Context: an optimization exercise on an open-source flow, tuned for a short achievable clock period and few clock cycles. The choices shown serve that exercise and are no tape-out recipe. The RTL was checked by simulation tests, not by an equivalence proof against the original design. No activity file was given, so power comes from the tool's default toggle rates.

$ cat flow/config.mk
export PLATFORM = sky130hd
export DESIGN_NAME = core_mc
export DESIGN_NICKNAME = core_mc
export VERILOG_FILES = /design/flow/design.v
export SDC_FILE = /design/flow/constraint.sdc
export NUM_CORES = 8
export LEC_CHECK = 0
export CAP_MARGIN = 20
export CORE_MARGIN = 2
export CORE_UTILIZATION = 30
export PLACE_DENSITY = 0.45
export SLEW_MARGIN = 20
$ cat flow/constraint.sdc
create_clock -name core_clock -period 10.0 [get_ports {clk}]
set_input_delay 2.0000 -clock core_clock [delete_from_list [all_inputs] [get_ports {clk}]]
set_output_delay 2.0000 -clock core_clock [all_outputs]
set_load 0.01 [all_outputs]
$ cat flow/design.v
module core_mc #(
  parameter int              XLEN     = 32,
  parameter int              NREGS    = 32,
  parameter logic [XLEN-1:0] RESET_PC = '0
) (
  input  logic                     clk,
  input  logic                     reset,
  output logic                     mem_req,
  output logic                     mem_we,
  output logic [XLEN-1:0]          mem_addr,
  output logic [XLEN-1:0]          mem_wdata,
  input  logic [XLEN-1:0]          mem_rdata,
  input  logic                     mem_ready,
  output logic [XLEN-1:0]          pc_o,
  output logic                     retire,
  output logic                     halted,
  input  logic [$clog2(NREGS)-1:0] dbg_sel,
  output logic [XLEN-1:0]          dbg_data
);
  localparam int RW = $clog2(NREGS);
  typedef enum logic [2:0] {S_FETCH, S_DECODE, S_EXEC, S_MEM, S_WB, S_HALT} state_e;
  typedef enum logic [3:0] {
    OP_ADD, OP_SUB, OP_AND, OP_OR, OP_XOR, OP_SLT,
    OP_ADDI, OP_LW, OP_SW, OP_BEQ, OP_BNE, OP_JAL, OP_ILL
  } op_e;
  state_e          r_state, w_next;
  logic [31:0]     r_ir;
  logic [XLEN-1:0] r_pc, r_a, r_b, r_imm, r_alu_out, r_mdr;
  logic [XLEN-1:0] r_regs [NREGS];
  op_e             w_op;
  logic [6:0]      w_opcode, w_f7;
  logic [2:0]      w_f3;
  logic [RW-1:0]   w_rd, w_rs1, w_rs2;
  logic            w_uses_rd, w_uses_rs1, w_uses_rs2;
  logic [31:0]     w_imm32;
  logic [XLEN-1:0] w_alu, w_pc_plus4, w_target;
  logic            w_taken, w_misaligned;
  logic            w_req, w_we, w_retire;
  logic [XLEN-1:0] w_addr, w_wdata;
  assign w_opcode   = r_ir[6:0];
  assign w_f3       = r_ir[14:12];
  assign w_f7       = r_ir[31:25];
  assign w_rd       = r_ir[7 +: RW];
  assign w_rs1      = r_ir[15 +: RW];
  assign w_rs2      = r_ir[20 +: RW];
  assign w_pc_plus4 = r_pc + XLEN'(4);
  assign w_target   = r_pc + r_imm;
  always_comb begin
    w_op       = OP_ILL;
    w_uses_rd  = 1'b0;
    w_uses_rs1 = 1'b0;
    w_uses_rs2 = 1'b0;
    w_imm32    = '0;
    case (w_opcode)
      7'b0110011: begin
        {w_uses_rd, w_uses_rs1, w_uses_rs2} = 3'b111;
        case ({w_f7, w_f3})
          {7'h00, 3'b000}: w_op = OP_ADD;
          {7'h20, 3'b000}: w_op = OP_SUB;
          {7'h00, 3'b111}: w_op = OP_AND;
          {7'h00, 3'b110}: w_op = OP_OR;
          {7'h00, 3'b100}: w_op = OP_XOR;
          {7'h00, 3'b010}: w_op = OP_SLT;
          default:         w_op = OP_ILL;
        endcase
      end
      7'b0010011, 7'b0000011: begin
        {w_uses_rd, w_uses_rs1} = 2'b11;
        w_imm32 = {{20{r_ir[31]}}, r_ir[31:20]};
        if (w_opcode[4] && w_f3 == 3'b000)  w_op = OP_ADDI;
        if (!w_opcode[4] && w_f3 == 3'b010) w_op = OP_LW;
      end
      7'b0100011: begin
        {w_uses_rs1, w_uses_rs2} = 2'b11;
        w_imm32 = {{20{r_ir[31]}}, r_ir[31:25], r_ir[11:7]};
        if (w_f3 == 3'b010) w_op = OP_SW;
      end
      7'b1100011: begin
        {w_uses_rs1, w_uses_rs2} = 2'b11;
        w_imm32 = {{20{r_ir[31]}}, r_ir[7], r_ir[30:25], r_ir[11:8], 1'b0};
        if (w_f3 == 3'b000) w_op = OP_BEQ;
        if (w_f3 == 3'b001) w_op = OP_BNE;
      end
      7'b1101111: begin
        w_uses_rd = 1'b1;
        w_imm32   = {{12{r_ir[31]}}, r_ir[19:12], r_ir[20], r_ir[30:21], 1'b0};
        w_op      = OP_JAL;
      end
      default: ;
    endcase
    if (NREGS < 32 && ((w_uses_rd && r_ir[11]) || (w_uses_rs1 && r_ir[19]) || (w_uses_rs2 && r_ir[24])))
      w_op = OP_ILL;
  end
  always_comb begin
    w_alu = '0;
    case (w_op)
      OP_ADD:                 w_alu = r_a + r_b;
      OP_SUB:                 w_alu = r_a - r_b;
      OP_AND:                 w_alu = r_a & r_b;
      OP_OR:                  w_alu = r_a | r_b;
      OP_XOR:                 w_alu = r_a ^ r_b;
      OP_SLT:                 w_alu = XLEN'($signed(r_a) < $signed(r_b));
      OP_ADDI, OP_LW, OP_SW:  w_alu = r_a + r_imm;
      OP_JAL:                 w_alu = w_pc_plus4;
      default:                w_alu = '0;
    endcase
  end
  assign w_taken      = (w_op == OP_JAL) || (w_op == OP_BEQ && r_a == r_b) || (w_op == OP_BNE && r_a != r_b);
  assign w_misaligned = w_taken && (w_target[1:0] != 2'b00);
  always_ff @(posedge clk or posedge reset) begin
    if (reset) r_state <= S_FETCH;
    else       r_state <= w_next;
  end
  always_comb begin
    w_next   = r_state;
    w_req    = 1'b0;
    w_we     = 1'b0;
    w_addr   = '0;
    w_wdata  = '0;
    w_retire = 1'b0;
    case (r_state)
      S_FETCH: begin
        w_req  = 1'b1;
        w_addr = r_pc;
        if (mem_ready) w_next = S_DECODE;
      end
      S_DECODE: w_next = (w_op == OP_ILL) ? S_HALT : S_EXEC;
      S_EXEC: begin
        if (w_misaligned) w_next = S_HALT;
        else case (w_op)
          OP_LW, OP_SW:   w_next = S_MEM;
          OP_BEQ, OP_BNE: begin w_next = S_FETCH; w_retire = 1'b1; end
          default:        w_next = S_WB;
        endcase
      end
      S_MEM: begin
        w_req  = 1'b1;
        w_addr = r_alu_out;
        if (w_op == OP_SW) begin
          w_we    = 1'b1;
          w_wdata = r_b;
        end
        if (mem_ready) begin
          w_next   = (w_op == OP_SW) ? S_FETCH : S_WB;
          w_retire = (w_op == OP_SW);
        end
      end
      S_WB: begin
        w_retire = 1'b1;
        w_next   = S_FETCH;
      end
      S_HALT:  ;
      default: w_next = S_HALT;
    endcase
  end
  assign mem_req   = w_req & ~reset;
  assign mem_we    = w_we & ~reset;
  assign mem_addr  = reset ? '0 : w_addr;
  assign mem_wdata = reset ? '0 : w_wdata;
  assign retire    = w_retire;
  assign halted    = (r_state == S_HALT);
  assign pc_o      = r_pc;
  assign dbg_data  = (dbg_sel == '0) ? '0 : r_regs[dbg_sel];
  always_ff @(posedge clk or posedge reset) begin
    if (reset) begin
      r_pc      <= RESET_PC;
      r_ir      <= '0;
      r_a       <= '0;
      r_b       <= '0;
      r_imm     <= '0;
      r_alu_out <= '0;
      r_mdr     <= '0;
      for (int i = 0; i < NREGS; i++) r_regs[i] <= '0;
    end else begin
      case (r_state)
        S_FETCH: if (mem_ready) r_ir <= mem_rdata[31:0];
        S_DECODE: begin
          r_a   <= r_regs[w_rs1];
          r_b   <= r_regs[w_rs2];
          r_imm <= XLEN'($signed(w_imm32));
        end
        S_EXEC: if (!w_misaligned) begin
          r_alu_out <= w_alu;
          if (w_op == OP_BEQ || w_op == OP_BNE) r_pc <= w_taken ? w_target : w_pc_plus4;
          else if (w_op == OP_JAL)              r_pc <= w_target;
        end
        S_MEM: if (mem_ready) begin
          if (w_op == OP_LW) r_mdr <= XLEN'($signed(mem_rdata[31:0]));
          if (w_op == OP_SW) r_pc  <= w_pc_plus4;
        end
        S_WB: begin
          if (w_rd != '0)      r_regs[w_rd] <= (w_op == OP_LW) ? r_mdr : r_alu_out;
          if (w_op != OP_JAL)  r_pc <= w_pc_plus4;
        end
        default: ;
      endcase
    end
  end
endmodule
$ cat flow/run.sh
#!/bin/bash
# synth_recipe.tcl (not shown) runs the flow's synth.tcl, then flattens the netlist and writes it again
# the make line also repeats each setting of config.mk as NAME=value (left out here)
make -C /OpenROAD-flow-scripts/flow DESIGN_CONFIG=/design/flow/config.mk WORK_HOME=/design/flow/orfs CLKGATE_MAP_FILE= SYNTH_SCRIPT=/design/flow/synth_recipe.tcl finish
==> reports/metrics.csv <==
metric;value;unit
wl_per_cell;43.8;um
yosysWarnings;2;
synthesis.nets;8087;
slew_headroom;9.00;%
synthDistinctLibCells;85;
syn_avg_cell_area;8.91;um2
power_density;135;mW/mm2
detail-route-antenna-nets;0;
maxCapViolCount;0;
outcome;finished clean;
rsz0062_at_grt;false;
cts.htree.levels;4;
cp_max_fo;19;
min_period;8.81;ns
num_rows;177;
p_clk_share;52.3;%
drt-met1-wl;183;mm
startpoint_type;primary input;
critPathMostFrequentCell;clkdlybuf4s50_1;
cts.clk_slew.worst_paths;0.06;ns
worstSetupEndpointType;output port;
max_freq;114;MHz
avgViaCountPerCell;7.08;
die_h;488;um
dp_cells;10600;
root_buffer;clkbuf_16;
yosysTopAreaCell;dfrtp_1;
via_count;77500;
peakVddDrop;0.189;mV
wl_met2;191;mm
power_frac_seq;45.4;%
final_cell_area;0.0818;mm2
hold_viol;0;
internal_power;0.00835;W
tns;0;ns
coreArea;0.233;mm2
post_cts_buffers;0;
placed_area;0.0764;mm2
cts_resized;0;
dp_slack;1.46;ns
cp_slowest_cell;nor2_4;
cts_num_sinks;1240;
gr-total-overflow;0;
slowest_delay;1.19;ns
drt_drc_violations_left;0;
ios;172;
grt_max_degree;160;
highest-signal-layer;met5;
initial_core_util;30.2;%
max-clock-path-buffers;3;
hold_class;reg2reg;
syn_to_final_growth;16.5;%
power_leakage;33.3;nW
slew_violations;0;
async_reset_ff_share;100;%
p_switching;0.00270;W
grt_pass1_vias;70900;
drive_gt1_share;10.5;%
fillers;23600;
dpl.hpwl;294;mm
die_area;0.238;mm2
skew;0.0354;ns
cts_made_buffers;151;
tightest_slew;1.36;ns
setup_viol;0;
p_sw_share;24.5;%
path_class;in2out;
worst_slack;1.19;ns
clock_latency;0.88;ns
ys_seq_elements;1240;
antenna_found_initial;37;
layout.cells.non_filler;10900;
globalplace.congestion;1.03;
io_buffers;171;
synth.cell_area;0.0702;mm2
wl_met3;68.6;mm
die_w;488;um
synth_cells;7878;
comb_power_share;2.3;%
synth-edff-count;0;
seq_area_frac_synth;44.2;%
netlist_top_cells_area;dfrtp_1, o21ai_0, a22o_1;
synth_top_cell_area_share;44.2;%
grt_util_all_layers;39.1;%
crit_chain;clkdlybuf4s50_1 -> nand2b_1 -> nor2_4 -> buf_4 -> a221oi_1 -> nand4_1 -> nor3_1 -> nor2_1 -> clkdlybuf4s50_1;
finalCritPeriodShare;88.1;%
nets;7930;
ys_dominant_reg_cell;dfrtp_1;
ctsHoldBuffers;0;
grt_pass1_wl;640;mm
drt-initial-drc-count;14400;
cts_tree;built;
wl;480;mm
cp_data_required_time;8.00;ns
drt_pass1_iterations;14;
cp.arrival;6.81;ns
-- synthesized netlist by cell type, types with 38 or more instances --
cell / n
dfrtp_1: 1240
o21ai_0: 838
nand2_1: 813
clkbuf_1: 705
nor2_1: 689
a21oi_1: 640
a22oi_1: 531
a22o_1: 463
a221oi_1: 454
nand4_1: 210
ha_1: 166
nand3_1: 142
inv_1: 105
nor3_1: 84
mux2_2: 81
o32ai_1: 68
xnor2_1: 51
nor4_1: 50
a222oi_1: 43
a21o_1: 38
mux2i_1: 38
xor2_1: 38
-- metal layers --
layer  vias up  global-route usage [%]
li1      29600                       -
met1     38200                    48.7
met2      7244                    54.7
met3      2385                    18.2
met4        22                    22.8
met5         -                    3.10
-- cell families after synthesis --
group / Yosys count / share of synthesized area [%]
AOI/OAI and AO/OA: 3238 / 31.4
xor gates and xnor gates: 89 / 1.11
adders and majority gates: 169 / 3.04
buffers and inverters: 866 / 4.69
DFF: 1240 / 44.2
and+or+nand+nor: 2157 / 13.7
muxes: 119 / 1.84
-- critical path, delay by kind of cell --
kind                   cells  cell delay (ns)
AO/OA/AOI/OAI              1             0.16
buffers and inverters      3             2.06
AND/OR/NAND/NOR            5             2.55
-- sequential cells by signal, summed over array words and instances (netlist names) --
register	count
r_state	3
r_pc	32
r_a	32
r_b	32
r_alu_out	32
r_mdr	32
r_imm	21
r_ir	32
r_regs	1024
-- through the flow --
stage | power (W) | hold slack (ns) | utilization [%]
after floorplan | 0.00524 | 0.452 | -
after global placement | 0.00535 | 0.390 | 32.8
after detailed placement | 0.00536 | 0.394 | 32.9
after CTS | 0.0111 | 0.408 | 35.0
after global routing | 0.0113 | 0.417 | 35.1
final | 0.0111 | 0.409 | 35.2
-- cell usage in the layout (no fill, tap or decap), types with 50 or more instances in the layout --
master,n
clkdlybuf4s50_1,170
dfrtp_1,1240
nor2_4,100
a21oi_1,640
nand2_1,795
o32ai_1,50
nor2_1,589
inv_1,104
nor3_1,76
a221oi_1,454
a22oi_1,531
diode_2,56
buf_4,261
nand4_1,210
mux2_2,81
nor4_1,50
xnor2_1,51
clkbuf_16,153
a22o_1,463
o21ai_0,838
nand3_1,140
ha_1,166
-- area by class of cell --
cell class	instances	area (um2)	area share, %
Antenna cell	56	140	0.171
Clock buffer	216	4320	5.28
Clock inverter	59	754	0.923
Inverter	105	398	0.487
Multi-Input combinational cell	5772	37300	45.6
Sequential cell	1240	31000	37.9
Tap cell	3043	3810	4.66
Timing Repair Buffer	451	4060	4.97
-- worst paths after layout --
path                                           start                         to  depth (start not counted)  slack [ns]
max                                       dbg_sel[4]               dbg_data[29]                          9        1.19
min reg2reg                r_regs[0][14]$_DFFE_PP0P_  r_regs[0][14]$_DFFE_PP0P_                          0        0.41
min                        r_regs[0][14]$_DFFE_PP0P_  r_regs[0][14]$_DFFE_PP0P_                          0        0.41
max reg2reg                     r_ir[31]$_DFFE_PP0P_  r_alu_out[30]$_DFFE_PP0P_                         20        2.82
max in group asynchronous                      reset  r_regs[3][10]$_DFFE_PP0P_                          5        6.50
min in group asynchronous                      reset       r_ir[20]$_DFFE_PP0P_                          3        1.56
-- power groups by stage --
stage / Clock [W] / Sequential [W] / Combinational (W)
after floorplan: 0 / 0.00512 / 0.000111
after global placement: 0 / 0.00511 / 0.000244
after global routing: 0.00603 / 0.00501 / 0.000267
final: 0.00578 / 0.00502 / 0.000254
after CTS: 0.00581 / 0.00502 / 0.000250
after detailed placement: 0 / 0.00511 / 0.000250
Testbench counts, summed over its fixed seeds: cycles 195,557.

==> re-timing with driven ports <==
Ports are ideal in the flow. The routed layout listed here was re-timed in OpenROAD.
Step 1 assumes that a clkbuf_16 drives the clock port and a buf_2 every other input.
Step 2 also shifts input and output timing later by t, the mid clock arrival at the registers, as if the neighbouring blocks saw the same clock.
Three values: ideal, step 1, step 2; two values: the first two.
t, ns: 0.962
setup slack, ns: 1.193 / 1.168 / 1.168
worst hold slack (ns): 0.409 / 0.409 / 0.409
worst setup path at the end: input to output
After both steps this run still meets setup and hold. For this run, drivers alone change the setup slack by -0.025 ns; drivers and shift together by -0.025 ns.
